This design comes from an exercise in tuning for small area, a short achievable clock period and few clock cycles per item on the open sky130 flow, not from production work.
Power figures rest on the tool's default switching activity, not on a simulated workload.

==> run a: inputs <==
==> flow/design.v <==
package csr_index_pkg;
    parameter int INDEX_WIDTH   = 32;
    parameter int ADDRESS_WIDTH = 32;
    parameter int SHIFT_WIDTH   = 5;
    typedef logic [INDEX_WIDTH-1:0]   index_t;
    typedef logic [ADDRESS_WIDTH-1:0] address_t;
    typedef logic [SHIFT_WIDTH-1:0]   shift_t;
endpackage
`timescale 1ns/1ns
module csr_index_sequencer
(
    input  logic   ap_clk,
    input  logic   areset_generator,
    input  logic   config_valid,
    input  csr_index_pkg::index_t   config_index_start,
    input  csr_index_pkg::index_t   config_index_end,
    input  csr_index_pkg::index_t   config_stride,
    input  csr_index_pkg::address_t config_base_address,
    input  csr_index_pkg::shift_t   config_shift_amount,
    input  logic   config_shift_left,
    input  logic   stall,
    output logic   idle,
    output logic   done,
    output logic   gen_valid,
    output csr_index_pkg::index_t   gen_index,
    output csr_index_pkg::address_t base_address,
    output csr_index_pkg::shift_t   shift_amount,
    output logic   shift_left
);
    logic                  valid;
    logic                  done_reg;
    csr_index_pkg::index_t count;
    csr_index_pkg::index_t end_reg;
    csr_index_pkg::index_t stride_reg;
    logic                  accept;
    logic                  advance;
    logic                  start_more;
    logic                  step_more;
    assign accept  = config_valid && !valid;
    assign advance = valid && !stall;
    assign start_more = config_index_start < config_index_end;
    logic [csr_index_pkg::INDEX_WIDTH:0]   csa_a, csa_b, csa_c, csa_sum, csa_carry;
    logic [csr_index_pkg::INDEX_WIDTH+1:0] csa_total;
    always_comb begin
        csa_a     = {1'b0, count};
        csa_b     = {1'b0, stride_reg};
        csa_c     = ~{1'b0, end_reg};
        csa_sum   = csa_a ^ csa_b ^ csa_c;
        csa_carry = (csa_a & csa_b) | (csa_a & csa_c) | (csa_b & csa_c);
        csa_total = {1'b0, csa_sum} + {csa_carry, 1'b1};
    end
    assign step_more = !csa_total[csr_index_pkg::INDEX_WIDTH+1];
    always_ff @(posedge ap_clk) begin
        if (areset_generator) begin
            valid    <= 1'b0;
            done_reg <= 1'b0;
        end else begin
            done_reg <= (accept && !start_more) || (advance && !step_more);
            if (accept) begin
                valid <= start_more;
            end else if (advance) begin
                valid <= step_more;
            end
        end
    end
    always_ff @(posedge ap_clk) begin
        if (accept) begin
            count <= config_index_start;
        end else if (advance) begin
            count <= count + stride_reg;
        end
    end
    always_ff @(posedge ap_clk) begin
        if (accept) begin
            end_reg      <= config_index_end;
            stride_reg   <= config_stride;
            base_address <= config_base_address;
            shift_amount <= config_shift_amount;
            shift_left   <= config_shift_left;
        end
    end
    assign idle      = !valid;
    assign done      = done_reg;
    assign gen_valid = valid;
    assign gen_index = count;
endmodule
`timescale 1ns/1ns
module csr_address_map
(
    input  logic     ap_clk,
    input  logic     stage_enable,
    input  csr_index_pkg::address_t base_address,
    input  csr_index_pkg::shift_t   shift_amount,
    input  logic     shift_left,
    input  csr_index_pkg::index_t   gen_index,
    output csr_index_pkg::index_t   map_index,
    output csr_index_pkg::address_t map_address
);
    csr_index_pkg::address_t offset;
    csr_index_pkg::address_t offset_reg;
    csr_index_pkg::address_t base_reg;
    csr_index_pkg::shift_t   rotate_amount;
    csr_index_pkg::address_t rotated;
    csr_index_pkg::address_t keep;
    always_comb begin
        rotate_amount = shift_left ? shift_amount : -shift_amount;
        rotated = gen_index;
        for (int k = 0; k < csr_index_pkg::SHIFT_WIDTH; k++) begin
            if (rotate_amount[k]) begin
                rotated = (rotated << (1 << k)) |
                          (rotated >> (csr_index_pkg::ADDRESS_WIDTH - (1 << k)));
            end
        end
        for (int i = 0; i < csr_index_pkg::ADDRESS_WIDTH; i++) begin
            if (shift_left) begin
                keep[i] = i >= shift_amount;
            end else begin
                keep[i] = i < csr_index_pkg::ADDRESS_WIDTH - shift_amount;
            end
        end
        offset = rotated & keep;
    end
    always_ff @(posedge ap_clk) begin
        if (stage_enable) begin
            map_index  <= gen_index;
            offset_reg <= offset;
            base_reg   <= base_address;
        end
    end
    assign map_address = base_reg + offset_reg;
endmodule
`timescale 1ns/1ns
module request_fifo
(
    input  logic     ap_clk,
    input  logic     stage_enable,
    input  csr_index_pkg::index_t   push_index,
    input  csr_index_pkg::address_t push_address,
    output csr_index_pkg::index_t   request_index,
    output csr_index_pkg::address_t request_address
);
    always_ff @(posedge ap_clk) begin
        if (stage_enable) begin
            request_index   <= push_index;
            request_address <= push_address;
        end
    end
endmodule
`timescale 1ns/1ns
module csr_index_generator
(
    input  logic     ap_clk,
    input  logic     areset_generator,
    input  logic     config_valid,
    input  csr_index_pkg::index_t   config_index_start,
    input  csr_index_pkg::index_t   config_index_end,
    input  csr_index_pkg::index_t   config_stride,
    input  csr_index_pkg::address_t config_base_address,
    input  csr_index_pkg::shift_t   config_shift_amount,
    input  logic     config_shift_left,
    input  logic     request_ready,
    output logic     idle,
    output logic     done,
    output logic     request_valid,
    output csr_index_pkg::index_t   request_index,
    output csr_index_pkg::address_t request_address
);
    logic                    stall;
    logic                    gen_valid;
    csr_index_pkg::index_t   gen_index;
    csr_index_pkg::address_t base_address;
    csr_index_pkg::shift_t   shift_amount;
    logic                    shift_left;
    logic                    map_valid;
    csr_index_pkg::index_t   map_index;
    csr_index_pkg::address_t map_address;
    assign stall = request_valid && !request_ready;
    csr_index_sequencer i_csr_index_sequencer (
        .ap_clk              (ap_clk),
        .areset_generator    (areset_generator),
        .config_valid        (config_valid),
        .config_index_start  (config_index_start),
        .config_index_end    (config_index_end),
        .config_stride       (config_stride),
        .config_base_address (config_base_address),
        .config_shift_amount (config_shift_amount),
        .config_shift_left   (config_shift_left),
        .stall               (stall),
        .idle                (idle),
        .done                (done),
        .gen_valid           (gen_valid),
        .gen_index           (gen_index),
        .base_address        (base_address),
        .shift_amount        (shift_amount),
        .shift_left          (shift_left)
    );
    always_ff @(posedge ap_clk) begin
        if (areset_generator) begin
            map_valid     <= 1'b0;
            request_valid <= 1'b0;
        end else if (!stall) begin
            map_valid     <= gen_valid;
            request_valid <= map_valid;
        end
    end
    csr_address_map i_csr_address_map (
        .ap_clk       (ap_clk),
        .stage_enable (!stall),
        .base_address (base_address),
        .shift_amount (shift_amount),
        .shift_left   (shift_left),
        .gen_index    (gen_index),
        .map_index    (map_index),
        .map_address  (map_address)
    );
    request_fifo i_request_fifo (
        .ap_clk          (ap_clk),
        .stage_enable    (!stall),
        .push_index      (map_index),
        .push_address    (map_address),
        .request_index   (request_index),
        .request_address (request_address)
    );
endmodule
==> flow/run.sh <==
#!/bin/bash
# synth_recipe.tcl (not shown) runs the flow's synth.tcl, then flattens the netlist and writes it again
# the make line also repeats each setting of config.mk as NAME=value (left out here)
make -C /OpenROAD-flow-scripts/flow DESIGN_CONFIG=/design/flow/config.mk WORK_HOME=/design/flow/orfs CLKGATE_MAP_FILE= SYNTH_SCRIPT=/design/flow/synth_recipe.tcl finish
==> flow/config.mk <==
export PLATFORM = sky130hd
export DESIGN_NAME = csr_index_generator
export DESIGN_NICKNAME = csr_index_generator
export VERILOG_FILES = /design/flow/design.v
export SDC_FILE = /design/flow/constraint.sdc
export NUM_CORES = 4
export LEC_CHECK = 0
export CAP_MARGIN = 20
export CORE_MARGIN = 2
export CORE_UTILIZATION = 40
export SETUP_SLACK_MARGIN = 4.0
export SLEW_MARGIN = 20
==> flow/constraint.sdc <==
create_clock -name core_clock -period 7.0 [get_ports {ap_clk}]
set_input_delay 1.4000 -clock core_clock [delete_from_list [all_inputs] [get_ports {ap_clk}]]
set_output_delay 1.4000 -clock core_clock [all_outputs]
set_load 0.01 [all_outputs]
==> run b: changes against run a <==
==> flow/flow/run.sh (new file) <==
#!/bin/bash
# Standard layout, with plain buffers (instead of delay cells) on the ports
set -euo pipefail
bash standard.sh "BUFFER_PORTS_ARGS=-buffer_cell sky130_fd_sc_hd__buf_2" finish > standard.log 2>&1
==> flow/standard.sh (new file) <==
#!/bin/bash
# synth_recipe.tcl (not shown) runs the flow's synth.tcl, then flattens the netlist and writes it again
# the make line also repeats each setting of config.mk as NAME=value (left out here)
make -C /OpenROAD-flow-scripts/flow DESIGN_CONFIG=/design/flow/config.mk WORK_HOME=/design/flow/orfs CLKGATE_MAP_FILE= SYNTH_SCRIPT=/design/flow/synth_recipe.tcl "${@:-finish}"
- CORE_UTILIZATION: 40 -> 65
removed: flow/run.sh
==> summary of the runs <==
- Run b ran to the end with no violations. Run a passed the timing, design-rule and antenna checks.
- Against run a, the wire length of run b is lower by 11%.
- Between run b and run a, the lower final cell count is in run b (gap 12%, measured against run a).
- Between run b and run a, the lower final area is in run b (gap about 9%, measured against run a).
- Synthesized cell count is the same in run a and run b.
- Between run a and run b, the lower utilization is in run a (gap 25 points).
- In synthesized area, run b and run a do not differ.
- In run a the sequential share of layout area is lower than in run b, by 3.8 points.
- Combinational power: run b is smaller than run a (about 12%).
- Against run b, the first-iteration DRC count of run a is smaller by 17%.
==> figures <==
Area of all placed cells without fillers: run a 23300 um2; run b 21100 um2
M3 GR Usage: run a 2.90%; run b 5.03%
RePlAce Congestion: run a 0.916; run b 0.941
Power density over the cells: run a 340 nW/um2; run b 353 nW/um2
Detailed Route WL: run a 50.6 mm; run b 45.2 mm
Worst Skew: run a 0.0222 ns; run b 0.0124 ns
Run status: run a timing/DRC/antenna clean; run b timing/DRC/antenna clean
Detailed placer's ending HPWL: run a 35.6 mm; run b 31.4 mm
Share of total power in sequential cells: run a 34.2%; run b 36.5%
Combinational logic power: run a 3.44 mW; run b 3.04 mW
Vias in the first global route: run a 12960; run b 13048
Tap cells: run a 585; run b 341
Clock network fraction of total power: run a 22.3%; run b 22.8%
Non-clock buffers: run a 313; run b 273
# nets final: run a 2134; run b 2093
Largest stage delay, worst path: run a 0.48 ns; run b 0.49 ns
Worst setup slack after placement: run a 2.92 ns; run b 2.86 ns
Worst hold slack across all endpoints: run a 0.416 ns; run b 0.411 ns
Flip-flop and latch share of the layout cell area: run a 38.3%; run b 42.1%
Function was not checked in any run of this note: the RTL went through the layout flow alone.

what the ideal ports hide:
No port has a modelled driver above. Below, the same layouts with a new extraction and two added sets of constraints. Step 1 sets driving cells, clkbuf_16 on the clock port and buf_2 on the other inputs (assumed; they add their load-dependent delay and slew). Step 2 times the ports against the registers' clock, not the clock port: input delays grow and output delays shrink by t, the midpoint of the rising clock arrivals with the driver on. Slacks: ideal ports / drivers / drivers and shift; pairs: ideal ports / drivers.
run	shift t [ns]	setup slack, ns	clock arrival spread, ns	worst data-port slew with drivers (ns)
run a	0.599	3.988 / 3.988 / 3.434	0.023 / 0.023	0.06
run b	0.558	3.937 / 3.937 / 3.520	0.013 / 0.013	0.04
After both steps every run listed still meets setup and hold. For run a, which loses most, drivers alone change the setup slack by 0.000 ns; drivers and shift together by -0.554 ns.
